Background: an optimization exercise with open tools, aiming at small area. Do not read the settings as production practice. In this exercise RTL edits were held to simulation tests only and were not proved equivalent to the original. No activity file was given, so power comes from the tool's default toggle rates.

## tx_mux_top
module tx_mux_top
(
    input  logic                           clk,
    input  logic                           reset_q,
    input  logic [N_PORTS-1:0]             src_valid,
    input  logic [N_PORTS-1:0]             src_is_write,
    input  logic [N_PORTS-1:0][ADDR_W-1:0] src_addr,
    input  logic [N_PORTS-1:0][TAG_W-1:0]  src_tag,
    input  logic [N_PORTS-1:0][DATA_W-1:0] src_data,
    output logic [N_PORTS-1:0]             src_almfull,
    input  logic                           rd_almfull,
    input  logic                           wr_almfull,
    output logic                           rd_valid,
    output logic [ADDR_W-1:0]              rd_addr,
    output logic [TAG_W-1:0]               rd_tag,
    output logic [PORT_W-1:0]              rd_port,
    output logic                           wr_valid,
    output logic [ADDR_W-1:0]              wr_addr,
    output logic [DATA_W-1:0]              wr_data,
    output logic [PORT_W-1:0]              wr_port
);
    localparam int PTR_W = $clog2(FIFO_DEPTH);
    logic [REQ_W:0]     mem [N_PORTS][FIFO_DEPTH];
    logic [PTR_W:0]     wr_ptr [N_PORTS];
    logic [PTR_W:0]     rd_ptr [N_PORTS];
    logic [PTR_W:0]     used   [N_PORTS];
    logic [N_PORTS-1:0] not_empty;
  ...
For scale: roughly 1,100 flip-flops, ~250 I/O pins.
clock: 4.0 ns
lec_check: 0
cap_margin: 20
core_margin: 2
core_utilization: 60
place_density: 0.7
slew_margin: 20
standard.sh (not shown) runs the stock make flow with config.mk's settings and CLKGATE_MAP_FILE= SYNTH_SCRIPT=/design/flow/synth_recipe.tcl, a recipe that flattens the netlist after the stock synthesis.
==> flow/flow/run.sh <==
#!/bin/bash
# Standard ORFS layout with: combinational logic re-mapped for area after
# floorplan, small port buffers, and a clock tree of clkbuf_8 leaves under a
# clkbuf_16 root with no dummy loads.
bash standard.sh \
  "POST_FLOORPLAN_TCL=$PWD/flow/restructure.tcl" \
  "BUFFER_PORTS_ARGS=-buffer_cell sky130_fd_sc_hd__buf_1" \
  "CTS_ARGS=-sink_clustering_enable -repair_clock_nets -dont_use_dummy_load -sink_clustering_size 20 -sink_clustering_max_diameter 50 -root_buf sky130_fd_sc_hd__clkbuf_16 -buf_list {sky130_fd_sc_hd__clkbuf_8}" \
  finish > flow.log 2>&1
==> flow/flow/libfilter.py <==
# Write a copy of the liberty without the cells matched by the don't-use patterns.
import fnmatch, re, sys
src, dst = sys.argv[1], sys.argv[2]
pats = sys.argv[3:]
text = open(src).read()
out = []
i = 0
cell_re = re.compile(r'\n\s*cell\s*\(\s*"?([A-Za-z0-9_]+)"?\s*\)\s*\{')
while True:
    m = cell_re.search(text, i)
    if not m:
        out.append(text[i:])
        break
    name = m.group(1)
    # find the end of this cell group
    depth = 0
    j = m.end() - 1
    while True:
        c = text[j]
        if c == '{':
            depth += 1
        elif c == '}':
            depth -= 1
            if depth == 0:
                break
        j += 1
    if any(fnmatch.fnmatch(name, p) for p in pats):
        out.append(text[i:m.start()])
    else:
        out.append(text[i:j + 1])
    i = j + 1
open(dst, 'w').write(''.join(out))
==> flow/flow/restructure.tcl <==
# POST_FLOORPLAN hook: re-map the combinational logic for area with ABC.
# Registers are left as synthesis made them.
set work [file join [file dirname $::env(FLOW_CONFIG)] rs_work]
file mkdir $work
set lib [file join $work filtered.lib]
exec python3 [file join [file dirname $::env(FLOW_CONFIG)] flow libfilter.py] \
  [lindex $::env(LIB_FILES) 0] $lib {*}$::env(DONT_USE_CELLS)
set tielo "[lindex $::env(TIELO_CELL_AND_PORT) 0]/[lindex $::env(TIELO_CELL_AND_PORT) 1]"
set tiehi "[lindex $::env(TIEHI_CELL_AND_PORT) 0]/[lindex $::env(TIEHI_CELL_AND_PORT) 1]"
report_design_area
remove_buffers
foreach pass {1 2} {
  restructure -target area -liberty_file $lib -tielo_port $tielo -tiehi_port $tiehi \
    -work_dir $work -abc_logfile [file join $work abc_$pass.log]
  report_design_area
}
The baseline produced a clean layout.
Change:
CORE_UTILIZATION = 70   (was 60)
PLACE_DENSITY = 0.8   (was 0.7)
What happened: The changed run completed without violations. Register-to-register slack loses 80 ps. Combinational power stays flat. Utilization rises by 9.6 points. Final area falls by 1.4%. Fmax falls by 2.1%. Wire length falls by 1.7%. Worst hold slack loses 14 ps.

Starting RTL as in the previous note.
==> flow/config.mk <==
export PLATFORM = sky130hd
export DESIGN_NAME = tx_mux_top
export DESIGN_NICKNAME = tx_mux_top
export VERILOG_FILES = /design/flow/design.v
export SDC_FILE = /design/flow/constraint.sdc
export NUM_CORES = 4
export LEC_CHECK = 0
export CAP_MARGIN = 10
export CORE_MARGIN = 2
export CORE_UTILIZATION = 60
export PLACE_DENSITY = 0.7
export SLEW_MARGIN = 10
==> flow/constraint.sdc <==
create_clock -name core_clock -period 4.0 [get_ports {clk}]
set_input_delay 0.8000 -clock core_clock [delete_from_list [all_inputs] [get_ports {clk}]]
set_output_delay 0.8000 -clock core_clock [all_outputs]
set_load 0.01 [all_outputs]
Scripts as last shown in full above: flow/flow/run.sh, flow/flow/libfilter.py, flow/flow/restructure.tcl
Then changed:
==> flow/flow/run.sh (replaced) <==
#!/bin/bash
# Standard ORFS layout with: combinational logic re-mapped for area after
# floorplan, small port buffers, and a clock tree of clkbuf_8 leaves under a
# clkbuf_16 root with no dummy loads.
bash standard.sh \
  "POST_FLOORPLAN_TCL=$PWD/flow/restructure.tcl" \
  "BUFFER_PORTS_ARGS=-buffer_cell sky130_fd_sc_hd__buf_1" \
  "CTS_ARGS=-sink_clustering_enable -repair_clock_nets -dont_use_dummy_load -sink_clustering_size 17 -sink_clustering_max_diameter 50 -root_buf sky130_fd_sc_hd__clkbuf_16 -buf_list {sky130_fd_sc_hd__clkbuf_8}" \
  finish > flow.log 2>&1
- CAP_MARGIN: 10 -> 20
- CORE_UTILIZATION: 60 -> 78
- PLACE_DENSITY: 0.7 -> 0.88
- SLEW_MARGIN: 10 -> 20
=> Via count is higher by 5.1%; global-route usage climbs by 10 points; worst hold slack loses 0.018 ns; die area went down by 23%; final area goes down by 1.4%; flip-flop and latch count does not change; clock-buffer cell count goes down by 13; final cell count shrinks by 8.0%.
Then changed:
- CORE_UTILIZATION: 78 -> 70
- PLACE_DENSITY: 0.88 -> 0.8
Outcome:
- The changed run completed without violations
- cell count rose by about 3%
- clock skew shrinks by 0.019 ns
- power stays flat
- synthesized cell count does not change
- clock power stays flat
- cell area goes up by 0.50%
- sequential power barely changes
- synthesized area does not change
- fmax rises by about 2%
- flip-flop and latch count does not change
- via count shrinks by about 4%

==> afterwards: timing with drivers on the ports <==
How much do the figures lean on ideal ports? The routed layouts below were timed once more, with nothing changed but the port constraints.
Step 1, drivers: a clkbuf_16 drives clk and a buf_2 each remaining input, both assumed.
Step 2, shift: input delay + t, output delay - t, t = (earliest + latest rising clock arrival at the registers) / 2. This alone moves slack from input paths to output paths.
Slacks: ideal ports / drivers / drivers and shift; pairs: ideal ports / drivers.
run	t (ns)	slack for setup (ns)	worst register clock-pin slew, ns	worst data-port slew with drivers (ns)	pins driven straight from the clock port
the first run of note 1	0.668	0.275 / 0.210 / 0.481	0.11 / 0.11	0.13	1
the second run of note 1	0.652	0.197 / 0.134 / 0.400	0.12 / 0.12	0.14	1
the first run of note 2	0.670	0.272 / 0.206 / 0.506	0.12 / 0.12	0.15	1
the second run of note 2	0.671	0.093 / 0.031 / 0.373	0.12 / 0.12	0.13	1
the third run of note 2	0.652	0.171 / 0.109 / 0.368	0.10 / 0.10	0.12	1
After both steps setup and hold are still met in every run listed.
